This is an optimization exercise on Yosys and OpenROAD, whose aim is small area, a short achievable clock period and few clock cycles per item, not a production implementation. At most, simulation tests tie the RTL to the original design; equivalence was not proved. The RTL of run 3 was laid out without a check of its function. Power is estimated from default activity; no workload was simulated.

**design.v**
```verilog
package lpst_pkg;
    localparam int KEY_W   = 14;
    localparam int SLOT_W  = 5;
    localparam int IN_W    = 16;
    localparam int OUT_W   = 8;
    localparam logic [1:0] CMD_FIND   = 2'd0;
    localparam logic [1:0] CMD_ADD    = 2'd1;
    localparam logic [1:0] CMD_REMOVE = 2'd2;
    localparam logic [1:0] CMD_CLEAR  = 2'd3;
    localparam logic [1:0] ST_DONE      = 2'd0;
    localparam logic [1:0] ST_NOT_FOUND = 2'd1;
    localparam logic [1:0] ST_DUPLICATE = 2'd2;
    localparam logic [1:0] ST_POOL_FULL = 2'd3;
endpackage
module linked_piece_set_table (
    input  logic        clk,
    input  logic        rst_n,
    input  logic        s_tvalid,
    output logic        s_tready,
    input  logic [15:0] s_tdata,
    output logic        m_tvalid,
    input  logic        m_tready,
    output logic [7:0]  m_tdata
);
    localparam int N = 32;
    logic [13:0]  key_q [N];
    logic [N-1:0] valid_q;
    logic [N-1:0] valid_d;
    logic         i_valid;
    logic [1:0]   i_cmd;
    logic [N-1:0] i_hit;
    logic [2:0]   qv;           
    logic [6:0]   qd [3];
    logic         rdy_q;
    logic         accept;
    logic         pop;
    assign accept   = s_tvalid && rdy_q;
    assign pop      = qv[0] && m_tready;
    assign s_tready = rdy_q;
    always_ff @(posedge clk or negedge rst_n)
    begin
        if (!rst_n)
            i_valid <= 1'b0;
        else
            i_valid <= accept;
    end
    always_ff @(posedge clk)
    begin
        i_cmd <= s_tdata[1:0];
        for (int i = 0; i < N; i++)
            i_hit[i] <= valid_d[i] && (key_q[i] == s_tdata[15:2]);
    end
    logic [N-1:0] hit;
    logic [N-1:0] lowfree;
    logic         any_hit;
    logic         full;
    logic [4:0]   hit_idx;
    logic [4:0]   free_idx;
    assign hit     = i_hit;
    assign any_hit = |hit;
    assign full    = &valid_q;
    assign lowfree[0] = !valid_q[0];
    for (genvar g = 1; g < N; g++)
    begin : g_lowfree
        assign lowfree[g] = !valid_q[g] && (&valid_q[g-1:0]);
    end
    always_comb
    begin
        hit_idx  = '0;
        free_idx = '0;
        for (int i = 0; i < N; i++)
        begin
            hit_idx  = hit_idx  | ({5{hit[i]}} & 5'(i));
            free_idx = free_idx | ({5{lowfree[i]}} & 5'(i));
        end
    end
    logic is_find, is_add, is_rem, is_clr;
    assign is_find = (i_cmd == 2'd0);
    assign is_add  = (i_cmd == 2'd1);
    assign is_rem  = (i_cmd == 2'd2);
    assign is_clr  = (i_cmd == 2'd3);
    logic [1:0] r_status;
    logic [4:0] r_slot;
    logic [6:0] r_data;
    always_comb
    begin
        r_status[1] = is_add && (any_hit || full);
        r_status[0] = ((is_find || is_rem) && !any_hit) || (is_add && !any_hit && full);
        if (is_add)
            r_slot = (any_hit || full) ? 5'd0 : free_idx;
        else if (is_clr)
            r_slot = 5'd0;
        else
            r_slot = hit_idx;
        r_data = {r_slot, r_status};
    end
    always_comb
    begin
        valid_d = valid_q;
        if (i_valid)
        begin
            if (is_clr)
                valid_d = '0;
            else if (is_rem)
                valid_d = valid_q & ~hit;
            else if (is_add && !any_hit)
                valid_d = valid_q | lowfree;
        end
    end
    always_ff @(posedge clk or negedge rst_n)
    begin
        if (!rst_n)
            valid_q <= '0;
        else
            valid_q <= valid_d;
    end
    always_ff @(posedge clk)
    begin
        for (int i = 0; i < N; i++)
            if (!valid_d[i])
                key_q[i] <= s_tdata[15:2];
    end
    logic [2:0] qv_d;
    always_comb
    begin
        if (pop)
            qv_d = {1'b0, qv[2:1]};
        else
            qv_d = qv;
        if (i_valid)
            qv_d = {qv_d[1:0], 1'b1};
    end
    always_ff @(posedge clk or negedge rst_n)
    begin
        if (!rst_n)
        begin
            qv    <= '0;
            rdy_q <= 1'b0;
        end
        else
        begin
            qv    <= qv_d;
            rdy_q <= !(qv_d[2] || (qv_d[1] && accept));
        end
    end
    always_ff @(posedge clk)
    begin
        if (pop)
        begin
            qd[0] <= qv[1] ? qd[1] : r_data;
            qd[1] <= qv[2] ? qd[2] : r_data;
            qd[2] <= r_data;
        end
        else
        begin
            if (!qv[0]) qd[0] <= r_data;
            if (!qv[1]) qd[1] <= r_data;
            if (!qv[2]) qd[2] <= r_data;
        end
    end
    assign m_tvalid = qv[0];
    assign m_tdata  = {1'b0, qd[0]};
endmodule
```
**run.sh**
```bash
#!/bin/bash
# synth_recipe.tcl (not shown) runs the flow's synth.tcl, then flattens the netlist and writes it again
# the make line also repeats each setting of config.mk as NAME=value (left out here)
make -C /OpenROAD-flow-scripts/flow DESIGN_CONFIG=/design/flow/config.mk WORK_HOME=/design/flow/orfs CLKGATE_MAP_FILE= SYNTH_SCRIPT=/design/flow/synth_recipe.tcl finish
```
**config.mk**
```make
export PLATFORM = sky130hd
export DESIGN_NAME = linked_piece_set_table
export DESIGN_NICKNAME = linked_piece_set_table
export VERILOG_FILES = /design/flow/design.v
export SDC_FILE = /design/flow/constraint.sdc
export NUM_CORES = 4
export LEC_CHECK = 0
export CAP_MARGIN = 20
export CORE_MARGIN = 2
export CORE_UTILIZATION = 50
export CTS_CLUSTER_DIAMETER = 100
export CTS_CLUSTER_SIZE = 30
export GPL_ROUTABILITY_DRIVEN = 0
export PLACE_DENSITY = 0.75
export SETUP_SLACK_MARGIN = 4.1
export SLEW_MARGIN = 20
export TNS_END_PERCENT = 10
```
**constraint.sdc**
```tcl
create_clock -name core_clock -period 6.5 [get_ports {clk}]
set_input_delay 1.3000 -clock core_clock [delete_from_list [all_inputs] [get_ports {clk}]]
set_output_delay 1.3000 -clock core_clock [all_outputs]
set_load 0.01 [all_outputs]
```
==> out/metrics.yaml, run 1 <==
worst_hold_path:
  hold_path.class: "register to register"
  hold_depth: 2
global_routing:
  grt_start_max_net_pins: 65
  overflow: 0
  grt_first_pass_wirelength_mm: 70.68
  grt_pass1_vias: 12185
  grt_use_total_pct: 19.28
  antenna_found_initial: 0
detailed_routing:
  ant_nets: 0
  drtIter0Drc: 1301
  vias: 12603
  wire_per_inst_um: 20.76
  first_pass_iters: 6
  viasPerCell: 5.687
  wl_mm: 46.00
  drc: 0
timing:
  relSlewSlack_pct: 39.31
  fin_crit_sh_pct: 37.96
  period_minus_slack_ns: 2.467
  worstMarginPinSlew_ns: 0.9104
  max_freq_mhz: 405.3
  finalSetupViolCount: 0
  rsz0062_at_grt: "true"
  report.final.hold_viol_count: 0
  fin_tns_setup_ns: 0
  maxSlewViolCount: 0
  clock-skew-final_ns: 0.03710
  hold_slack_ns: 0.4874
finish:
  fin_nets: 1628
  drive_gt1_share_pct: 11.45
  n_antenna_cell: 0
  synthToLayoutAreaGrowth_pct: 10.46
setup_path:
  path_class: "register to output pin"
  cp_cell_sequence: "clkdlybuf4s15_1"
  crit_start: "qd[0][1]"
  critPathLaunchType: "register"
  timing.rr.end: "qd[0][4]"
  cpPeakStageDelay_ns: 0.38
  end_kind: "output pin"
  reg2reg_from: "valid_q[10]"
  reg2reg_setup_slack_ns: 4.03
  cp-endpoint: "m_tdata[1]"
  critical_path_arrival_ns: 1.17
  r2r.worst_path.cells: 6
  cp_top_family: "flip-flops"
  path_buf_inv: 1
  cp.required_ns: 5.20
  slowest_stage: "edfxtp_1"
  path_depth: 1
  cp_max_fo: 1
clock_network:
  htree_levels: 1
  cts.sinks: 540
  clk_path_buf_depth: 3
  insertion_delay_ns: 0.58
  cts_tree: "yes"
  numCtsBuffers: 22
  clk_pin_slew_ns: 0.10
  cts-root-buf: "clkbuf_16"
power:
  swShare_pct: 24.02
  cellLeakagePower_nw: 8.741
  pwr-share-seq_pct: 63.3
  ir_drop_uv: 208.6
  p_int_mw: 4.995
  power.density_nw_per_um2: 263.7
  p_sw_mw: 1.579
  power_frac_clock_pct: 25.6
  combPwrFrac_pct: 11.1
floorplan:
  die_x_um: 216.4
  top_level_ports: 30
  core_um2: 44410
  die-area_um2: 46850
  rows: 77
  dieHeight_um: 216.4
  initial_core_util_pct: 50.81
synthesis:
  synth_area_leader_cell: "edfxtp_1"
  netlist-cell-type-count: 60
  synth_flop_cell: "edfxtp_1"
  syn_area_per_cell_um2: 14.54
  netlist_top_cells_area: "edfxtp_1 61%, xnor2_1 12%, xor2_1 5.7%, dfxtp_1 4.3%, dfrtp_1 4.1%"
  synth_warnings: 3
  yosysTopAreaCellShare_pct: 60.55
  synth_area_um2: 22570
  syn-num-nets: 1572
  synth-async-reset-ratio_pct: 6.852
  synth_seq_cells: 540
  seq_area_frac_synth_pct: 68.91
  synth-edff-count: 455
  netlist_instances: 1552
run:
  drv_cap: 0
outcome:
  status: "timing/DRC/antenna clean"
placed_design:
  post-dp-hpwl_mm: 26.71
  port_buffers: 28
## cells in the final DEF, fill, tap and decap left out, drive strengths merged, types with 48 or more instances in the layout
cell	netlist	routed
xor2	146	146
xnor2	302	302
buf	42	91
dfxtp	48	48
o21ai	57	57
nor4	76	76
nand4	69	69
edfxtp	455	455
## metrics by stage
stage               utilization, %  worst slack, ns  total power [mW]  instance area, µm²  instances
finish                       56.12            4.033             6.574               24930       2216
global route                 56.12            3.970             6.818               24930       2216
CTS                          55.04            3.954             6.585               24440       2183
detailed placement           53.04            3.183             4.954               23560       2138
global placement             53.04            3.273             4.920               23560       2138
floorplan                        -            3.885             4.713               22650       1552
## synthesized netlist by cell type (3+ instances only)
cell type / n
a211oi_1: 4
a21oi_1: 19
a22oi_1: 11
a31oi_1: 10
a32oi_1: 8
a41o_1: 4
a41oi_1: 3
and2_1: 4
and3_1: 8
and4_1: 9
buf_1: 38
buf_2: 3
clkbuf_1: 30
dfrtp_1: 37
dfxtp_1: 48
edfxtp_1: 455
inv_1: 40
nand2_1: 42
nand2b_1: 5
nand3_1: 41
nand3b_1: 3
nand4_1: 67
nand4b_1: 3
nor2_1: 31
nor3_1: 9
nor4_1: 76
o211ai_1: 3
o21ai_0: 55
xnor2_1: 302
xor2_1: 146
## cells by family (layout without fill, tap and decap cells)
kind of cell / count (synthesis) / count (layout) / share of synthesized area [%]
other: 1 / 1 / 0.01662
buffers and inverters: 114 / 185 / 1.941
muxes: 1 / 1 / 0.04436
DFF: 540 / 540 / 68.91
AOI/OAI and AO/OA: 136 / 136 / 3.832
and+or+nand+nor: 312 / 313 / 7.868
xor gates and xnor gates: 448 / 448 / 17.39
## per-layer routing
metal  vias to the layer above  GRT usage [%]  share of wire, %
li1                       5753              -                 -
met1                      6334          27.87                45
met2                       436          31.25                47
met3                        80          3.046               5.8
met4                         0          3.790               2.4
met5                         -              0                 0
## power by group through the flow
stage | registers, mW | clock network, mW | logic [mW]
after global routing | 4.19 | 1.82 | 0.806
after floorplan | 4.20 | 0 | 0.509
after CTS | 4.16 | 1.71 | 0.716
after global placement | 4.23 | 0 | 0.689
final | 4.16 | 1.68 | 0.730
after detailed placement | 4.24 | 0 | 0.710
## worst min path at each step
stage             start        to  slack [ns]
2_1_floorplan  qd[2][1]  qd[2][1]        0.43
3_3_place_gp   qd[2][1]  qd[2][1]        0.44
3_5_place_dp   qd[2][0]  qd[2][0]        0.45
4_1_cts        qd[2][0]  qd[2][0]        0.47
5_1_grt        qd[2][0]  qd[2][0]        0.50
6_report       qd[2][0]  qd[2][0]        0.49
## sequential cells by signal, summed over array words and instances (netlist names)
signal / cells
qd: 21
i_hit: 32
qv: 3
i_valid: 1
i_cmd: 2
key_q: 448
valid_q: 32
rdy_q: 1
## layout make-up
cell class	count	area (µm²)
timing repair buffer	105	948.4
tap	592	740.7
sequential	540	15570
multi-input combinational	899	6859
clock inverter	4	52.55
clock buffer	36	603.1
fill	3446	19490
inverter	40	150.1
## tightest hold or removal path, delay by kind of cell (launching register included)
| kind | cells | cell delay (ns) |
|---|---|---|
| flops | 1 | 0.35 |
| simple gates | 1 | 0.05 |
| compound gates | 1 | 0.06 |
## what timing repair did
action / CTS / global route
cloned: 1 / 0
endpoints found under the hold margin: 0 / 0
setup buffers: 4 / 33
gates resized for setup: 59 / 79
hold buffers: 0 / 0
setup endpoints to repair: 470 / 251
pin swaps: 2 / 12
Testbench counts, summed over its fixed seeds: cycles 24,016, items 24,000.
==> run 2, diff against run 1 <==
--- a/config.mk
+++ b/config.mk
@@ -9,7 +9,6 @@
 export CORE_MARGIN = 2
-export CORE_UTILIZATION = 50
+export CORE_UTILIZATION = 45
 export CTS_CLUSTER_DIAMETER = 100
 export CTS_CLUSTER_SIZE = 30
-export GPL_ROUTABILITY_DRIVEN = 0
-export PLACE_DENSITY = 0.75
+export PLACE_DENSITY = 0.7
 export SETUP_SLACK_MARGIN = 4.1
==> out/metrics.yaml, run 2 <==
placed_design:
  place_area_um2: 23670
  dp_slack_ns: 2.865
  routabilityCongestion: 0.9083
  dp_cells: 2219
  post-dp-hpwl_mm: 28.01
  port_buffers: 28
power:
  power.density_nw_per_um2: 259.8
  cellLeakagePower_nw: 8.818
  total_power_mw: 6.548
  ir_drop_uv: 217.3
finish:
  largest-register: "key_q"
  stdcell_area_um2: 25200
  post-route-util_pct: 50.55
  final_common_cell: "edfxtp_1"
  layout_common_cells: "455 x edfxtp_1, 302 x xnor2_1, 146 x xor2_1"
  finalNonFillerCells: 2292
  largest_reg_flops: 448
  synthToLayoutAreaGrowth_pct: 11.69
  drive_gt1_share_pct: 11.98
  n_antenna_cell: 0
  reg.largest.list: "key_q: 448 flops, i_hit: 32 flops, valid_q: 32 flops"
  fin_nets: 1625
global_routing:
  overflow: 0
  grt_first_pass_wirelength_mm: 73.47
  grt_pass1_vias: 12074
  antenna_found_initial: 0
  grt_start_max_net_pins: 65
  grt_use_total_pct: 18.08
timing:
  fin_crit_sh_pct: 37.31
  relSlewSlack_pct: 37.54
  period_minus_slack_ns: 2.425
  finalWorstSetupSlack_ns: 4.075
  rsz0062_at_grt: "true"
  fin_tns_setup_ns: 0
  hold_slack_ns: 0.4723
  clock-skew-final_ns: 0.02224
  maxSlewViolCount: 0
  report.final.hold_viol_count: 0
  worstMarginPinSlew_ns: 0.9369
  max_freq_mhz: 412.4
  finalSetupViolCount: 0
setup_path:
  path_class: "register to output pin"
  cp_top_family: "flip-flops"
  cp_cell_sequence: "buf_2"
  path_buf_inv: 1
  cp.required_ns: 5.20
  end_kind: "output pin"
  critical_path_arrival_ns: 1.13
  slowest_stage: "edfxtp_1"
  critPathLaunchType: "register"
  cp_max_fo: 1
  cpPeakStageDelay_ns: 0.41
detailed_routing:
  first_pass_iters: 5
  wire_per_inst_um: 21.30
  ant_nets: 0
  drc: 0
  viasPerCell: 5.453
  vias: 12498
  drtIter0Drc: 1319
  wl_mm: 48.82
clock_network:
  postCtsHoldBufs: 0
  clk_path_buf_depth: 3
  cts-root-buf: "clkbuf_16"
  clk_pin_slew_ns: 0.11
  cts.sinks: 540
  insertion_delay_ns: 0.58
  htree_levels: 1
  numCtsBuffers: 21
  cts_tree: "yes"
synthesis:
  synth_area_leader_cell: "edfxtp_1"
  synth-async-reset-ratio_pct: 6.852
  yosysTopAreaCellShare_pct: 60.55
  synth_most_common_cell: "edfxtp_1"
  netlist-cell-type-count: 60
  ys_top_cells_by_count: "455 x edfxtp_1, 302 x xnor2_1, 146 x xor2_1"
  seq_area_frac_synth_pct: 68.91
  syn-num-nets: 1572
  syn_area_per_cell_um2: 14.54
  synth_warnings: 3
  netlist_instances: 1552
  synth-edff-count: 455
  synth_area_um2: 22570
  synth_flop_cell: "edfxtp_1"
  synth_seq_cells: 540
  netlist_top_cells_area: "edfxtp_1 61%, xnor2_1 12%, xor2_1 5.7%, dfxtp_1 4.3%, dfrtp_1 4.1%"
run:
  drv_cap: 0
outcome:
  status: "timing/DRC/antenna clean"
worst_hold_path:
  hold_path.class: "register to register"
floorplan:
  initial_core_util_pct: 45.25
  die_x_um: 227.9
  dieHeight_um: 227.9
  core_um2: 49860
  top_level_ports: 30
  rows: 82
  die-area_um2: 51950
==> run 2: routing by layer <==
metal	global-route usage, %	routed length, µm
met5	0	0
met4	3.493	1029
met3	2.463	2505
met2	27.92	22200
met1	27.58	23080
==> run 2: logic make-up after synthesis <==
| group | count (synthesis) | share of synthesized area [%] |
|---|---|---|
| flip-flops | 540 | 68.91 |
| multiplexers | 1 | 0.04436 |
| other | 1 | 0.01662 |
| AND/OR/NAND/NOR | 312 | 7.868 |
| AO/OA/AOI/OAI | 136 | 3.832 |
| buffers and inverters | 114 | 1.941 |
| XOR/XNOR | 448 | 17.39 |
==> run 2: power breakdown <==
| group | switching [mW] | total, mW | internal [mW] | leakage, nW |
|---|---|---|---|---|
| clock network | 0.987 | 1.61 | 0.627 | 0.282 |
| logic | 0.443 | 0.767 | 0.324 | 2.85 |
| registers | 0.145 | 4.17 | 4.02 | 5.69 |
| total | 1.58 | 6.55 | 4.97 | 8.82 |
==> run 2: final timing paths <==
check	from	endpoint	slack, ns	depth (start not counted)
setup / recovery	qd[0][6]	m_tdata[6]	4.07	1
hold / removal	qd[2][1]	qd[2][1]	0.47	2
setup reg to reg	valid_q[6]	qd[0][4]	4.09	6
hold reg to reg	qd[2][1]	qd[2][1]	0.47	2
max in group asynchronous	rst_n	valid_q[6]	5.00	1
min in group asynchronous	rst_n	qv[0]	0.86	1
==> run 2: layout make-up <==
class | instances | area, µm²
Timing Repair Buffer | 103 | 1066
Inverter | 40 | 150.1
Clock inverter | 1 | 8.758
Fill cell | 4138 | 24660
Multi-Input combinational cell | 899 | 6987
Clock buffer | 37 | 585.6
Sequential cell | 540 | 15570
Tap cell | 672 | 840.8
==> run 2: timing repair <==
action,4_1_cts,5_1_grt
pin swaps,9,12
setup endpoints to repair,460,166
gates resized for setup,106,79
cloned,0,4
buffers inserted,11,20
==> run 3, diff against run 2 <==
--- a/design.v
+++ b/design.v
@@ -30,3 +30,3 @@
     logic [1:0]   i_cmd;
-    logic [N-1:0] i_hit;
+    logic [13:0]  i_key;
     logic [2:0]   qv;           
@@ -49,4 +49,3 @@
         i_cmd <= s_tdata[1:0];
-        for (int i = 0; i < N; i++)
-            i_hit[i] <= valid_d[i] && (key_q[i] == s_tdata[15:2]);
+        i_key <= s_tdata[15:2];
     end
@@ -58,3 +57,7 @@
     logic [4:0]   free_idx;
-    assign hit     = i_hit;
+    always_comb
+    begin
+        for (int i = 0; i < N; i++)
+            hit[i] = valid_q[i] && (key_q[i] == i_key);
+    end
     assign any_hit = |hit;
@@ -119,4 +122,4 @@
         for (int i = 0; i < N; i++)
-            if (!valid_d[i])
-                key_q[i] <= s_tdata[15:2];
+            if (!valid_q[i])
+                key_q[i] <= i_key;
     end
--- a/config.mk
+++ b/config.mk
@@ -9,8 +9,6 @@
 export CORE_MARGIN = 2
-export CORE_UTILIZATION = 45
+export CORE_UTILIZATION = 40
 export CTS_CLUSTER_DIAMETER = 100
 export CTS_CLUSTER_SIZE = 30
-export PLACE_DENSITY = 0.7
-export SETUP_SLACK_MARGIN = 4.1
+export SETUP_SLACK_MARGIN = 4.0
 export SLEW_MARGIN = 20
-export TNS_END_PERCENT = 10
==> out/metrics.yaml, run 3 <==
finish:
  largest_reg_flops: 448
  synthToLayoutAreaGrowth_pct: 21.92
  fin_nets: 1876
  largest-register: "key_q"
  stdcell_area_um2: 28360
  layout_common_cells: "455 x edfxtp_1, 436 x xnor2_1, 127 x buf_4"
  n_antenna_cell: 0
  drive_gt1_share_pct: 22.66
  reg.largest.list: "key_q: 448 flops, valid_q: 32 flops, qd: 21 flops"
  final_common_cell: "edfxtp_1"
  n_fill_cell: 4817
detailed_routing:
  viasPerCell: 5.721
  ant_nets: 0
  drc: 0
  first_pass_iters: 7
  drtIter0Drc: 1691
  wl_mm: 73.39
  vias: 15080
  wire_per_inst_um: 27.84
placed_design:
  place_area_um2: 23970
  port_buffers: 28
  routabilityCongestion: 0.9371
  post-dp-hpwl_mm: 34.61
global_routing:
  grt_pass1_vias: 14528
  antenna_found_initial: 2
  overflow: 0
  grt_use_total_pct: 23.93
  grt_first_pass_wirelength_mm: 104.2
  grt_start_max_net_pins: 43
clock_network:
  cts.sinks: 522
  cts-root-buf: "clkbuf_16"
  postCtsHoldBufs: 0
  htree_levels: 1
  clk_pin_slew_ns: 0.12
  cts_tree: "yes"
  insertion_delay_ns: 0.60
  clk_path_buf_depth: 3
  numCtsBuffers: 21
worst_hold_path:
  hold_path.class: "register to register"
  hp-start: "qd[2][0]"
  whs_endpoint: "qd[2][0]"
  hold_depth: 2
setup_path:
  end_kind: "register"
  reg2reg_setup_slack_ns: 3.53
  r2r.worst_path.cells: 11
  timing.rr.end: "valid_q[13]"
  path_class: "register to register"
  cp.required_ns: 7.01
  cp_max_fo: 11
  critPathLaunchType: "register"
  reg2reg_from: "i_key[12]"
  critical_path_arrival_ns: 3.48
run:
  drv_cap: 0
floorplan:
  core_um2: 57590
  dieHeight_um: 245.2
  die_x_um: 245.2
  rows: 88
  die-area_um2: 60100
  top_level_ports: 30
  initial_core_util_pct: 40.39
power:
  power.density_nw_per_um2: 248.8
  cellLeakagePower_nw: 9.745
  ir_drop_uv: 207.1
synthesis:
  synth_top_family_by_area: "XOR/XNOR gates"
  synth-async-reset-ratio_pct: 7.088
  seq_area_frac_synth_pct: 65.30
  synth-edff-count: 455
  synth_area_leader_cell: "edfxtp_1"
  synth_simple_gate_area_share_pct: 9.618
  ys_top_cells_by_count: "455 x edfxtp_1, 449 x xnor2_1, 113 x nand4_1"
  synth_most_common_cell: "edfxtp_1"
  synth_seq_cells: 522
  syn-num-nets: 1680
  synth_area_um2: 23260
  netlist-cell-type-count: 66
  synth_flop_cell: "edfxtp_1"
  syn_area_per_cell_um2: 14.01
  synth-compound-area-share_pct: 4.421
  synthAdderAreaFrac_pct: 0
  synth_warnings: 3
  netlist_top_cells_area: "edfxtp_1 59%, xnor2_1 17%, dfrtp_1 4.0%, nand4_1 3.0%, dfxtp_1 2.6%"
  synth_xor_area_share_pct: 16.91
  netlist_instances: 1660
  synthMuxAreaShare_pct: 0
  yosysTopAreaCellShare_pct: 58.74
timing:
  rsz0062_at_grt: "true"
  max_freq_mhz: 336.4
  fin_tns_setup_ns: 0
  hold_slack_ns: 0.4704
  period_minus_slack_ns: 2.972
  maxSlewViolCount: 0
  clock-skew-final_ns: 0.03184
  fin_crit_sh_pct: 45.73
  relSlewSlack_pct: 34.30
  finalSetupViolCount: 0
  worstMarginPinSlew_ns: 0.9856
  report.final.hold_viol_count: 0
outcome:
  status: "timing/DRC/antenna clean"
run 3: worst max-delay path: stages, from the launching register on:
cell     delay, ns
dfxtp_4       0.49
buf_12        0.15
buf_16        0.18
xnor2_1       0.09
nand4_1       0.19
nor4_4        0.09
nor4_1        0.31
nand4_1       0.26
buf_4         0.22
or2_4         0.28
or3_4         0.39
o31ai_2       0.23
run 3: area by class of cell:
cell class	count	area, µm²	share of cell area [%]
multi-input cells	1022	8224	29.00
clock inverters	3	25.02	0.08824
repair buffers	251	3119	11.00
well taps	765	957.2	3.375
inverters	38	165.2	0.5824
flip-flops and latches	522	15260	53.81
clock buffers	35	609.3	2.149
run 3: worst max path at each step:
stage,startpoint,end,slack [ns],depth (start not counted)
floorplan,i_key[1],valid_q[30],3.91,11
global placement,i_key[4],valid_q[22],2.62,9
detailed placement,i_key[4],valid_q[22],2.57,9
CTS,i_key[2],valid_q[13],3.59,10
global route,i_key[12],valid_q[13],3.48,11
finish,i_key[12],valid_q[13],3.53,11
run 3: routing by layer:
layer | share of wire (%) | up-vias | GRT usage, %
met5 | 0 | - | 0
met4 | 3.3 | 0 | 7.371
met3 | 7.7 | 128 | 2.919
met2 | 47 | 715 | 38.97
met1 | 42 | 7755 | 33.47
li1 | - | 6482 | -
run 3: per-stage QoR:
step	std cells	worst slack, ns	power [mW]	utilization (%)
after floorplan	1660	3.913	4.850	-
after global placement	2390	2.622	5.086	41.63
after detailed placement	2390	2.573	5.108	41.63
after CTS	2602	3.595	7.020	48.11
after global routing	2636	3.482	7.302	49.25
final	2636	3.528	7.055	49.25
run 3: cell families (layout without fill, tap and decap cells):
logic type,count (synthesis),in the layout
simple gates,409,411
xor+xnor,449,449
buf+inv,118,327
compound gates,161,161
other cells,1,1
flops,522,522
run 3: what timing repair did:
action / in CTS / in global routing
setup buffers: 166 / 28
setup endpoints to repair: 62 / 55
gates resized for setup: 246 / 57
gates cloned: 8 / 6
endpoints found under the hold margin: 0 / 0
pin swaps: 63 / 44
run 3: power breakdown:
part | internal (mW) | switching (mW) | leakage, nW | total, mW
clock network | 0.662 | 1.04 | 0.307 | 1.70
logic | 0.534 | 0.670 | 3.90 | 1.20
registers | 3.96 | 0.187 | 5.54 | 4.15

## separate check: timing with driven ports
The flow's constraints put no driver on any port. The routed layouts listed below were extracted and timed again, unchanged, in two steps.
Step 1 assumes that a clkbuf_16 drives the clock port and a buf_2 every other input.
Step 2 also shifts input and output timing later by t, the mid clock arrival at the registers, as if the neighbouring blocks saw the same clock.
a / b / c = ideal ports / drivers / drivers and shift; a / b = the first two.
| run | shift t [ns] | setup WS [ns] | hold WS [ns] | worst setup path after step 2 | worst register clock-pin slew, ns |
|---|---|---|---|---|---|
| run 1 | 0.623 | 4.033 / 3.975 / 3.487 | 0.487 / 0.487 / 0.487 | input to register | 0.12 / 0.12 |
| run 2 | 0.625 | 4.075 / 4.022 / 3.549 | 0.472 / 0.472 / 0.472 | input to register | 0.12 / 0.12 |
| run 3 | 0.641 | 3.528 / 3.528 / 3.313 | 0.470 / 0.470 / 0.470 | input to register | 0.12 / 0.12 |
After both steps every run listed still meets setup and hold. The setup slack of run 1, which loses most, moves by -0.058 ns with the drivers and by -0.546 ns with both steps.
